Source: an optimization exercise on an open RTL-to-GDS flow (aim: small area). Production flows keep margins and buffers that such runs may drop.
At most, simulation tests tie the RTL to the original design; equivalence was not proved.

==> run a <==
==> flow/design.v (excerpt) <==
module acw_gate (
	input  logic        clk,
	input  logic        rst_n,
	input  logic        host_a_valid,
	input  logic [2:0]  host_a_opcode,
	input  logic [31:0] host_a_address,
	input  logic [31:0] host_a_data,
	input  logic [7:0]  host_a_source,
	input  logic [1:0]  host_a_size,
	input  logic [3:0]  host_a_mask,
	input  logic        host_d_ready,
	output logic        host_d_valid,
	output logic [2:0]  host_d_opcode,
	output logic [31:0] host_d_data,
	output logic [7:0]  host_d_source,
	output logic        host_d_error,
	output logic        host_a_ready,
	output logic        dev_a_valid,
	output logic [2:0]  dev_a_opcode,
	output logic [31:0] dev_a_address,
	output logic [31:0] dev_a_data,
	output logic [7:0]  dev_a_source,
	output logic [1:0]  dev_a_size,
	output logic [3:0]  dev_a_mask,
	output logic        dev_d_ready,
	input  logic        dev_d_valid,
	input  logic [2:0]  dev_d_opcode,
	input  logic [31:0] dev_d_data,
	input  logic [7:0]  dev_d_source,
	input  logic        dev_d_error,
	input  logic        dev_a_ready,
	input  logic        cpu_a_valid,
	input  logic [2:0]  cpu_a_opcode,
	input  logic [31:0] cpu_a_address,
	input  logic [31:0] cpu_a_data,
	input  logic [7:0]  cpu_a_source,
	input  logic [1:0]  cpu_a_size,
	input  logic [3:0]  cpu_a_mask,
	input  logic        cpu_d_ready,
	output logic        cpu_d_valid,
	output logic [2:0]  cpu_d_opcode,
	output logic [31:0] cpu_d_data,
	output logic [7:0]  cpu_d_source,
	output logic        cpu_d_error,
	output logic        cpu_a_ready,
	output logic        irq
);
Settings: LEC_CHECK=0, CAP_MARGIN=20, CORE_MARGIN=2, CORE_UTILIZATION=40, CTS_BUF_LIST=sky130_fd_sc_hd__clkbuf_8, CTS_CLUSTER_DIAMETER=100, CTS_CLUSTER_SIZE=30, SETUP_SLACK_MARGIN=0, SLEW_MARGIN=20, BUFFER_PORTS_ARGS=-buffer_cell sky130_fd_sc_hd__buf_1, REMOVE_ABC_BUFFERS=1, CTS_ARGS=-sink_clustering_enable -repair_clock_nets -dont_use_dummy_load -buf_list sky130_fd_sc_hd__clkbuf_8 -sink_clustering_size 16 -sink_clustering_max_diameter 60; clock period 6.0 ns.
standard.sh (not shown) runs the stock make flow with config.mk's settings and CLKGATE_MAP_FILE= SYNTH_SCRIPT=/design/flow/synth_recipe.tcl, a recipe that flattens the netlist after the stock synthesis.
==> flow/flow/run.sh <==
#!/bin/bash
# ORFS layout with these changes:
#  - synthesis is the standard synthesis script, except that the region check module is
#    mapped by abc on its own for speed and the rest of the design for area, then flattened
#  - port buffers use the smallest buffer cell (repair upsizes where timing needs it)
#  - buffers left by synthesis are removed at floorplan (repair re-buffers where needed)
#  - clock tree synthesis without dummy loads, with larger sink clusters
#  - after synthesis, repair may use only the two smallest plain buffer cells
set -euo pipefail
W=$PWD
rm -rf "$W/scripts_synth"
cp -r "$FLOW_HOME/scripts" "$W/scripts_synth"
cp flow/abc_check.script flow/abc_top.script "$W/scripts_synth/"
python3 flow/patch_synth.py "$W/scripts_synth/synth.tcl"
cat >> config.mk <<'EOC'
export BUFFER_PORTS_ARGS = -buffer_cell sky130_fd_sc_hd__buf_1
export REMOVE_ABC_BUFFERS = 1
export CTS_ARGS = -sink_clustering_enable -repair_clock_nets -dont_use_dummy_load -buf_list sky130_fd_sc_hd__clkbuf_8 -sink_clustering_size 16 -sink_clustering_max_diameter 60
EOC
bash standard.sh SCRIPTS_DIR="$W/scripts_synth" synth > synth_flow.log 2>&1
cat >> config.mk <<'EOC'
export DONT_USE_CELLS += sky130_fd_sc_hd__buf_4 sky130_fd_sc_hd__buf_6 sky130_fd_sc_hd__buf_8 sky130_fd_sc_hd__buf_12 sky130_fd_sc_hd__buf_16 sky130_fd_sc_hd__bufbuf_8 sky130_fd_sc_hd__bufbuf_16
EOC
bash standard.sh finish > standard_flow.log 2>&1
==> flow/flow/abc_check.script <==
&get -n
&st
&dch
&nf
&st
&syn2
&if -g -K 6
&synch2
&nf
&st
&syn2
&if -g -K 6
&synch2
&nf -R 10
&put
==> flow/flow/abc_top.script <==
strash
&get -n
&st
&dch -f
&nf -R 1000 -a
&put
==> flow/flow/patch_synth.py <==
# Patch a copy of ORFS's synth.tcl: keep the region check module apart until mapping, map it
# for speed (abc_check.script) and the rest of the design for area (abc_top.script).
import sys
p = sys.argv[1]
s = open(p).read()
old = """  synth -flatten -run :fine {*}$synth_full_args"""
new = """  setattr -mod -set keep_hierarchy 1 acw_region_check
  synth -flatten -run :fine {*}$synth_full_args"""
assert s.count(old) == 1
s = s.replace(old, new)
old = """  log_cmd abc {*}$abc_args
} else {"""
new = """  log_cmd abc {*}[lreplace $abc_args 1 1 $::env(SCRIPTS_DIR)/abc_check.script] acw_region_check
  log_cmd abc {*}[lreplace $abc_args 1 1 $::env(SCRIPTS_DIR)/abc_top.script] $::env(DESIGN_NAME)
} else {"""
assert s.count(old) == 1
s = s.replace(old, new)
open(p, "w").write(s)
==> run b: changes against run a <==
--- a/flow/design.v
+++ b/flow/design.v
@@ -1,51 +1,7 @@
-module acw_region_check (
-	input  logic [29:0]  ra,
-	input  logic [2:0]   opcode,
-	input  logic [239:0] bnd,
-	input  logic [7:0]   bnd_v,
-	input  logic [7:0]   tor,
-	input  logic [7:0]   pr,
-	input  logic [7:0]   pw,
-	output logic         allow
-);
-	logic [7:0] lt, match;
-	logic hit, sr, sw;
-	function automatic logic less(input logic [29:0] a, input logic [29:0] b);
-		logic c;
-		c = 1'b0;
-		for (int i = 0; i < 30; i++)
-			c = (!a[i] && b[i]) || ((!a[i] || b[i]) && c);
-		less = c;
-	endfunction
-	always_comb begin
-		for (int i = 0; i < 8; i++)
-			lt[i] = bnd_v[i] && less(ra, bnd[i * 30 +: 30]);
-		match[0] = tor[0] && lt[0];
-		for (int i = 1; i < 8; i++)
-			match[i] = tor[i] && lt[i] && !lt[i - 1];
-	end
-	always_comb begin
-		hit = 1'b0;
-		sr = 1'b0;
-		sw = 1'b0;
-		for (int i = 7; i >= 0; i--) begin
-			if (match[i]) begin
-				hit = 1'b1;
-				sr = pr[i];
-				sw = pw[i];
-			end
-		end
-		case (opcode)
-			3'd4: allow = hit && sr;
-			3'd0, 3'd1: allow = hit && sw;
-			default: allow = 1'b0;
-		endcase
-	end
-endmodule
 module acw_gate (
 	input  logic        clk,
 	input  logic        rst_n,
 	input  logic        host_a_valid,
 	input  logic [2:0]  host_a_opcode,
 	input  logic [31:0] host_a_address,
 	input  logic [31:0] host_a_data,
@@ -120,33 +76,56 @@
 		for (int k = 0; k < 8; k++)
 			if (we[k + 2]) bnd_q[k] <= cpu_a_data[29:0];
 	end
 	always_ff @(posedge clk, negedge rst_n) begin
 		if (!rst_n) tv_q <= '0;
 		else tv_q <= tv_q | we;
 	end
+	logic [29:0] ra;
+	logic [7:0] lt;
 	logic [7:0] tor, pr, pw;
+	logic [7:0] match;
 	logic allow;
+	assign ra = host_a_address[31:2];
+	function automatic logic less(input logic [29:0] a, input logic [29:0] b);
+		logic c;
+		c = 1'b0;
+		for (int i = 0; i < 30; i++)
+			c = (!a[i] && b[i]) || ((!a[i] || b[i]) && c);
+		less = c;
+	endfunction
 	always_comb begin
 		for (int i = 0; i < 8; i++) begin
+			lt[i] = tv_q[i + 2] && less(ra, bnd_q[i]);
 			tor[i] = tv_q[i / 4] && (cfg_q[i / 4][(i % 4) * 8 + 3 +: 2] == 2'd1);
 			pr[i] = cfg_q[i / 4][(i % 4) * 8];
 			pw[i] = cfg_q[i / 4][(i % 4) * 8 + 1];
 		end
-	end
-	acw_region_check u_check (
-		.ra(host_a_address[31:2]),
-		.opcode(host_a_opcode),
-		.bnd({bnd_q[7], bnd_q[6], bnd_q[5], bnd_q[4], bnd_q[3], bnd_q[2], bnd_q[1], bnd_q[0]}),
-		.bnd_v(tv_q[9:2]),
-		.tor(tor),
-		.pr(pr),
-		.pw(pw),
-		.allow(allow)
-	);
+		match[0] = tor[0] && lt[0];
+		for (int i = 1; i < 8; i++)
+			match[i] = tor[i] && lt[i] && !lt[i - 1];
+	end
+	logic hit, sr, sw;
+	always_comb begin
+		hit = 1'b0;
+		sr = 1'b0;
+		sw = 1'b0;
+		for (int i = 7; i >= 0; i--) begin
+			if (match[i]) begin
+				hit = 1'b1;
+				sr = pr[i];
+				sw = pw[i];
+			end
+		end
+		case (host_a_opcode)
+			3'd4: allow = hit && sr;
+			3'd0, 3'd1: allow = hit && sw;
+			default: allow = 1'b0;
+		endcase
+	end
 	logic [1:0]  st_q;
 	logic        deny_q;
 	logic        rec_v_q;
 	logic [31:0] rec_addr_q;
 	logic [2:0]  rec_op_q;
 	logic [7:0]  rec_src_q;
 	logic        idle, pend, denied, go_idle;
==> flow/flow/run.sh (replaced) <==
#!/bin/bash
# Standard ORFS layout with these changes:
#  - port buffers use the smallest buffer cell (repair upsizes where timing needs it)
#  - buffers left by synthesis are removed at floorplan (repair re-buffers where needed)
#  - clock tree synthesis without dummy loads, with larger sink clusters
#  - after the standard synthesis, repair may not use the largest buffer cells
set -euo pipefail
cat >> config.mk <<'EOC'
export BUFFER_PORTS_ARGS = -buffer_cell sky130_fd_sc_hd__buf_1
export REMOVE_ABC_BUFFERS = 1
export CTS_ARGS = -sink_clustering_enable -repair_clock_nets -dont_use_dummy_load -buf_list sky130_fd_sc_hd__clkbuf_8 -sink_clustering_size 16 -sink_clustering_max_diameter 60
EOC
bash standard.sh synth > synth_flow.log 2>&1
cat >> config.mk <<'EOC'
export DONT_USE_CELLS += sky130_fd_sc_hd__buf_4 sky130_fd_sc_hd__buf_6 sky130_fd_sc_hd__buf_8 sky130_fd_sc_hd__buf_12 sky130_fd_sc_hd__buf_16 sky130_fd_sc_hd__bufbuf_8 sky130_fd_sc_hd__bufbuf_16
EOC
bash standard.sh finish > standard_flow.log 2>&1
==> flow/config.mk (replaced) <==
export PLATFORM = sky130hd
export DESIGN_NAME = acw_gate
export DESIGN_NICKNAME = acw_gate
export VERILOG_FILES = /design/flow/design.v
export SDC_FILE = /design/flow/constraint.sdc
export NUM_CORES = 4
export LEC_CHECK = 0
export CAP_MARGIN = 20
export CORE_MARGIN = 2
export CORE_UTILIZATION = 55
export SETUP_SLACK_MARGIN = 0
export SLEW_MARGIN = 20
export BUFFER_PORTS_ARGS = -buffer_cell sky130_fd_sc_hd__buf_1
export REMOVE_ABC_BUFFERS = 1
export CTS_ARGS = -sink_clustering_enable -repair_clock_nets -dont_use_dummy_load -buf_list sky130_fd_sc_hd__clkbuf_8 -sink_clustering_size 16 -sink_clustering_max_diameter 60
export DONT_USE_CELLS += sky130_fd_sc_hd__buf_4 sky130_fd_sc_hd__buf_6 sky130_fd_sc_hd__buf_8 sky130_fd_sc_hd__buf_12 sky130_fd_sc_hd__buf_16 sky130_fd_sc_hd__bufbuf_8 sky130_fd_sc_hd__bufbuf_16
removed: flow/flow/abc_check.script
removed: flow/flow/abc_top.script
removed: flow/flow/patch_synth.py
==> impl_metrics.toml <==
[global_route]
track_usage_pct = 27.7
grt_pass1_wl_um = 104000

[status]
status = "complete, but fails checks"
check.faults = "negative setup slack"

[clock_tree]
cts_setup_buffers = 17

[timing]
fin_ws_ns = -0.0953
skew_ns = 0.0593
min_period_over_period_pct = 102
setup_violations = 2

[placed_design]
dp_slack_ns = -0.705
dp.cells = 2659

[finish]
multi_input_area_share_pct = 31.3
sh_seq_area_pct = 50.9

[power]
switchingPower_uw = 1320

[worst_setup_path]
r2r_cells = 16
rr_startpoint = "bnd_q[7][0]$_DFFE_PP_"
[end of results for run a]
==> impl_metrics.toml <==
[timing]
skew_ns = 0.0535
min_period_over_period_pct = 98.0
fin_ws_ns = 0.121
setup_violations = 0

[finish]
multi_input_area_share_pct = 31.7
sh_seq_area_pct = 53.8

[placed_design]
dp_slack_ns = 0.171
dp.cells = 2457

[status]
status = "timing/DRC/antenna clean"

[worst_setup_path]
setup.worst_path.start = "host_a_address[5]"
rr_startpoint = "bnd_q[4][15]$_DFFE_PP_"

[global_route]
track_usage_pct = 39.1
grt_pass1_wl_um = 108000
[end of results for run b]
For run a, only the layout was checked, not whether the RTL still works.

## separate check: timing with driven ports
No port has a modelled driver above. Below, the same layouts with a new extraction and two added sets of constraints.
Step 1 (the two cells are an assumption about what drives the block):
set clk [get_ports {clk}]
set_driving_cell -lib_cell sky130_fd_sc_hd__clkbuf_16 $clk
set_driving_cell -lib_cell sky130_fd_sc_hd__buf_2 [delete_from_list [all_inputs] $clk]
Step 2 moves the port delays by t, midway between the first and last clock arrival at a register: inputs arrive t later, outputs are due t later. That takes back most of the time a late clock gives input paths.
Slacks: ideal ports / drivers / drivers and shift; pairs: ideal ports / drivers.
run	t, ns	setup WS [ns]	worst setup path after step 2	worst slew at a driven data input, ns	cell pins on the clock port's net
run a	0.672	-0.095 / -0.114 / -0.114	input to output	0.12	1
run b	0.625	0.121 / 0.099 / 0.099	input to output	0.14	1
The setup slack of run b, which loses most, moves by -0.022 ns with the drivers and by -0.022 ns with both steps.
